Source: an optimization exercise on an open RTL-to-GDS flow (aim: small area). Production flows keep margins and buffers that such runs may drop.
RTL that was checked went through simulation tests only; none was proved equivalent to the original.
Power figures rest on the tool's default switching activity, not on a simulated workload. The flow treats the clock pin as an ideal source, which a real chip does not have.

## run 3
==> flow/design.v <==
module wb_trace_drain_row #(
    parameter int W = 102
) (
    input  logic [W-1:0] q,
    input  logic [W-1:0] d,
    input  logic         hold,
    input  logic         we,
    output logic [W-1:0] nx
);
    assign nx = (q & {W{hold}}) | (d & {W{we}});
endmodule
module wb_trace_drain_rdterm (
    input  logic [31:0] pc,
    input  logic [31:0] ir,
    input  logic [5:0]  rr,
    input  logic [31:0] wd,
    input  logic [3:0]  s,
    output logic [31:0] yn,
    output logic [5:0]  rn
);
    assign yn = ~((pc & {32{s[0]}}) | (ir & {32{s[1]}}) | (wd & {32{s[3]}}));
    assign rn = ~(rr & {6{s[2]}});
endmodule
module wb_trace_drain_rdmerge #(
    parameter int N = 16
) (
    input  logic [N*32-1:0] yn,
    input  logic [N*6-1:0]  rn,
    output logic [31:0]     data
);
    always_comb begin
        data = '0;
        for (int k = 0; k < N; k++) begin
            data       = data | ~yn[k*32 +: 32];
            data[5:0]  = data[5:0] | ~rn[k*6 +: 6];
        end
    end
endmodule
module wb_trace_drain #(
    parameter int          DEPTH       = 16,
    parameter int          MAX_COMMITS = 1200,
    parameter logic [31:0] BUBBLE_IR   = 32'hffffffff
) (
    input  logic              clk_in,
    input  logic              reset,
    input  logic [31:0]       wb_pc,
    input  logic [31:0]       wb_ir,
    input  logic              wb_rf_w,
    input  logic [4:0]        wb_rd,
    input  logic [31:0]       wb_wdata,
    input  logic              rd_ready,
    output logic [31:0]       rd_data,
    output logic              rd_valid,
    output logic              rd_last,
    output logic [15:0]       commit_count,
    output logic              overflow,
    output logic              done,
    output logic [0:0]        dbg_state
);
    localparam int            AW    = $clog2(DEPTH);
    localparam int            CW    = $clog2(MAX_COMMITS + 1);
    localparam logic [CW-1:0] MAX_C = CW'(MAX_COMMITS);
    localparam int            EW    = 102;
    logic [EW-1:0] mem_q [DEPTH];
    logic [EW-1:0] mem_d [DEPTH];
    logic [AW:0]   wr_ptr_q, rd_ptr_q;
    logic [1:0]    idx_q;
    logic          valid_q;
    logic [CW-1:0] count_q;
    logic          overflow_q, done_q;
    logic empty, full, more, qual, push, pop, xfer;
    logic [AW:0] wr_ptr_inc, rd_ptr_inc;
    logic [AW-1:0] nxt_ptr;
    logic [1:0]    nxt_idx;
    logic [31:0]   rd_word, rd_data_q;
    assign empty      = (wr_ptr_q == rd_ptr_q);
    assign full       = (wr_ptr_q[AW] != rd_ptr_q[AW]) &&
                        (wr_ptr_q[AW-1:0] == rd_ptr_q[AW-1:0]);
    assign rd_ptr_inc = rd_ptr_q + 1'b1;
    assign wr_ptr_inc = wr_ptr_q + 1'b1;
    assign more       = (rd_ptr_inc != wr_ptr_q);
    assign xfer = valid_q && rd_ready;
    assign pop  = xfer && (idx_q == 2'd3);
    assign qual = (wb_ir != BUBBLE_IR) && (count_q < MAX_C);
    assign push = qual && (!full || pop);
    assign nxt_ptr = pop ? rd_ptr_inc[AW-1:0] : rd_ptr_q[AW-1:0];
    assign nxt_idx = idx_q + {1'b0, xfer};
    logic [EW-1:0] entry_new;
    assign entry_new = {(wb_rf_w ? wb_wdata : 32'd0), wb_rf_w, wb_rd, wb_ir, wb_pc};
    logic [DEPTH-1:0] we;
    logic [DEPTH-1:0] s0, s1, s2, s3;
    logic [DEPTH*32-1:0] yn;
    logic [DEPTH*6-1:0]  rn;
    for (genvar k = 0; k < DEPTH; k++) begin : g_slot
        assign we[k] = push && (wr_ptr_q[AW-1:0] == AW'(k));
        wb_trace_drain_row #(.W(EW)) u_row (
            .q(mem_q[k]), .d(entry_new), .hold(!we[k]), .we(we[k]), .nx(mem_d[k])
        );
        always_ff @(posedge clk_in) mem_q[k] <= mem_d[k];
        logic rsel;
        assign rsel  = (nxt_ptr == AW'(k));
        assign s0[k] = rsel && (nxt_idx == 2'd0);
        assign s1[k] = rsel && (nxt_idx == 2'd1);
        assign s2[k] = rsel && (nxt_idx == 2'd2);
        assign s3[k] = rsel && (nxt_idx == 2'd3);
        wb_trace_drain_rdterm u_rd (
            .pc(mem_q[k][31:0]), .ir(mem_q[k][63:32]), .rr(mem_q[k][69:64]), .wd(mem_q[k][101:70]),
            .s({s3[k], s2[k], s1[k], s0[k]}), .yn(yn[k*32 +: 32]), .rn(rn[k*6 +: 6])
        );
    end
    wb_trace_drain_rdmerge #(.N(DEPTH)) u_merge (.yn(yn), .rn(rn), .data(rd_word));
    always_ff @(posedge clk_in) rd_data_q <= rd_word;
    always_ff @(posedge clk_in) begin
        if (!reset) begin
            wr_ptr_q   <= '0;
            rd_ptr_q   <= '0;
            idx_q      <= 2'd0;
            valid_q    <= 1'b0;
            count_q    <= '0;
            overflow_q <= 1'b0;
            done_q     <= 1'b0;
        end else begin
            if (push) wr_ptr_q <= wr_ptr_inc;
            if (pop)  rd_ptr_q <= rd_ptr_inc;
            if (xfer) idx_q    <= idx_q + 2'd1;
            if (!valid_q)  valid_q <= !empty;
            else if (pop)  valid_q <= more;
            if (qual) count_q <= count_q + 1'b1;
            if (qual && full && !pop) overflow_q <= 1'b1;
            if ((count_q == MAX_C) && empty && !valid_q) done_q <= 1'b1;
        end
    end
    assign rd_data      = rd_data_q;
    assign rd_valid     = valid_q;
    assign rd_last      = (idx_q == 2'd3);
    assign commit_count = 16'(count_q);
    assign overflow     = overflow_q;
    assign done         = done_q;
    assign dbg_state    = valid_q;
endmodule
==> flow/config.mk <==
export PLATFORM = sky130hd
export DESIGN_NAME = wb_trace_drain
export DESIGN_NICKNAME = wb_trace_drain
export VERILOG_FILES = /design/flow/design.v
export SDC_FILE = /design/flow/constraint.sdc
export NUM_CORES = 4
export LEC_CHECK = 0
export CAP_MARGIN = 20
export CORE_MARGIN = 2
export CORE_UTILIZATION = 60
export SLEW_MARGIN = 20
export SYNTH_HIERARCHICAL = 1
==> flow/constraint.sdc <==
create_clock -name core_clock -period 5.0 [get_ports {clk_in}]
set_input_delay 1.0000 -clock core_clock [delete_from_list [all_inputs] [get_ports {clk_in}]]
set_output_delay 1.0000 -clock core_clock [all_outputs]
set_load 0.01 [all_outputs]
standard.sh (not shown) runs the stock make flow with config.mk's settings and CLKGATE_MAP_FILE= SYNTH_SCRIPT=/design/flow/synth_recipe.tcl, a recipe that flattens the netlist after the stock synthesis.
==> flow/flow/run.sh <==
#!/bin/bash
# Layout flow: the standard ORFS flow, with a lighter clock tree (larger sink clusters,
# no dummy loads) and small port buffers. Each tool's full output stays in orfs/logs; make's own
# output goes to make.log here.
set -euo pipefail
CTS="-sink_clustering_enable -repair_clock_nets -buf_list sky130_fd_sc_hd__clkbuf_16"
CTS="$CTS -sink_clustering_size 30 -sink_clustering_max_diameter 100 -dont_use_dummy_load"
bash standard.sh "CTS_ARGS=$CTS" \
    "BUFFER_PORTS_ARGS=-buffer_cell sky130_fd_sc_hd__buf_2" \
    finish > make.log 2>&1
Input changes introduced in run 2 (baseline for comparison: run 3):
diff --git a/flow/design.v b/flow/design.v
--- a/flow/design.v
+++ b/flow/design.v
@@ -10,4 +10,18 @@
     assign nx = (q & {W{hold}}) | (d & {W{we}});
 endmodule
+module wb_trace_drain_grp #(
+    parameter int W = 26
+) (
+    input  logic [W-1:0] q,
+    input  logic [W-1:0] d,
+    input  logic         push,
+    input  logic         sel,
+    output logic [W-1:0] nx
+);
+    logic we, hold;
+    assign we   = push & sel;
+    assign hold = ~(push & sel);
+    wb_trace_drain_row #(.W(W)) u_row (.q(q), .d(d), .hold(hold), .we(we), .nx(nx));
+endmodule
 module wb_trace_drain_rdterm (
     input  logic [31:0] pc,
@@ -19,5 +33,7 @@
     output logic [5:0]  rn
 );
-    assign yn = ~((pc & {32{s[0]}}) | (ir & {32{s[1]}}) | (wd & {32{s[3]}}));
+    logic s3;
+    assign s3 = s[3] & rr[5];
+    assign yn = ~((pc & {32{s[0]}}) | (ir & {32{s[1]}}) | (wd & {32{s3}}));
     assign rn = ~(rr & {6{s[2]}});
 endmodule
@@ -62,4 +78,7 @@
     localparam logic [CW-1:0] MAX_C = CW'(MAX_COMMITS);
     localparam int            EW    = 102;
+    localparam int            NG    = 4;
+    localparam int            GW    = 26;
+    localparam int            GL    = EW - (NG - 1) * GW;
     logic [EW-1:0] mem_q [DEPTH];
     logic [EW-1:0] mem_d [DEPTH];
@@ -87,14 +106,19 @@
     assign nxt_idx = idx_q + {1'b0, xfer};
     logic [EW-1:0] entry_new;
-    assign entry_new = {(wb_rf_w ? wb_wdata : 32'd0), wb_rf_w, wb_rd, wb_ir, wb_pc};
-    logic [DEPTH-1:0] we;
+    assign entry_new = {wb_wdata, wb_rf_w, wb_rd, wb_ir, wb_pc};
     logic [DEPTH-1:0] s0, s1, s2, s3;
     logic [DEPTH*32-1:0] yn;
     logic [DEPTH*6-1:0]  rn;
     for (genvar k = 0; k < DEPTH; k++) begin : g_slot
-        assign we[k] = push && (wr_ptr_q[AW-1:0] == AW'(k));
-        wb_trace_drain_row #(.W(EW)) u_row (
-            .q(mem_q[k]), .d(entry_new), .hold(!we[k]), .we(we[k]), .nx(mem_d[k])
-        );
+        logic wsel;
+        assign wsel = (wr_ptr_q[AW-1:0] == AW'(k));
+        for (genvar g = 0; g < NG; g++) begin : g_grp
+            localparam int LO = g * GW;
+            localparam int W  = (g == NG - 1) ? GL : GW;
+            wb_trace_drain_grp #(.W(W)) u_grp (
+                .q(mem_q[k][LO +: W]), .d(entry_new[LO +: W]), .push(push), .sel(wsel),
+                .nx(mem_d[k][LO +: W])
+            );
+        end
         always_ff @(posedge clk_in) mem_q[k] <= mem_d[k];
         logic rsel;
==> comparison <==
Run 2 finished all stages; the layout is clean.
Measured against each other, run 2 and run 3 differ in violation count after the first detailed-routing iteration, the higher figure coming from run 3.
Delta (run 2 minus run 3): detailed-routed wire length on met3 has decreased, relative slew slack now smaller.
Looking at slowest cell on the critical path, the dfxtp_1 result is from run 3; the nor2_4 one comes from run 2.
From run 3 to run 2 the numbers moved as follows: transition time at the pin with the least slew margin moved up, power drawn by the combinational cells higher, cell count moved up.
Only the layout flow was run in run 2; the RTL was not checked for function there.

==> port drivers added, routing unchanged <==
How much do the figures lean on ideal ports? The routed layouts below were timed once more, with nothing changed but the port constraints.
Step 1: set_driving_cell puts a clkbuf_16 on clk_in and a buf_2 on each other input, an assumption about the parent block.
Step 2 adds t to the input delays and takes it off the output delays; t is the mean of the earliest and latest rising clock arrival at the registers after step 1. Input paths then give back, and output paths get back, about the clock's delay inside the block.
Slacks: ideal / step 1 / step 2; pairs: ideal / step 1.
run | shift t [ns] | setup WS [ns] | worst hold slack (ns)
run 3 | 0.752 | 0.674 / 0.674 / 0.248 | 0.477 / 0.477 / 0.477
run 2 | 0.746 | 0.463 / 0.463 / 0.321 | 0.487 / 0.487 / 0.487
After both steps every run listed still meets setup and hold. For run 3, which loses most, drivers alone change the setup slack by 0.000 ns; drivers and shift together by -0.426 ns.
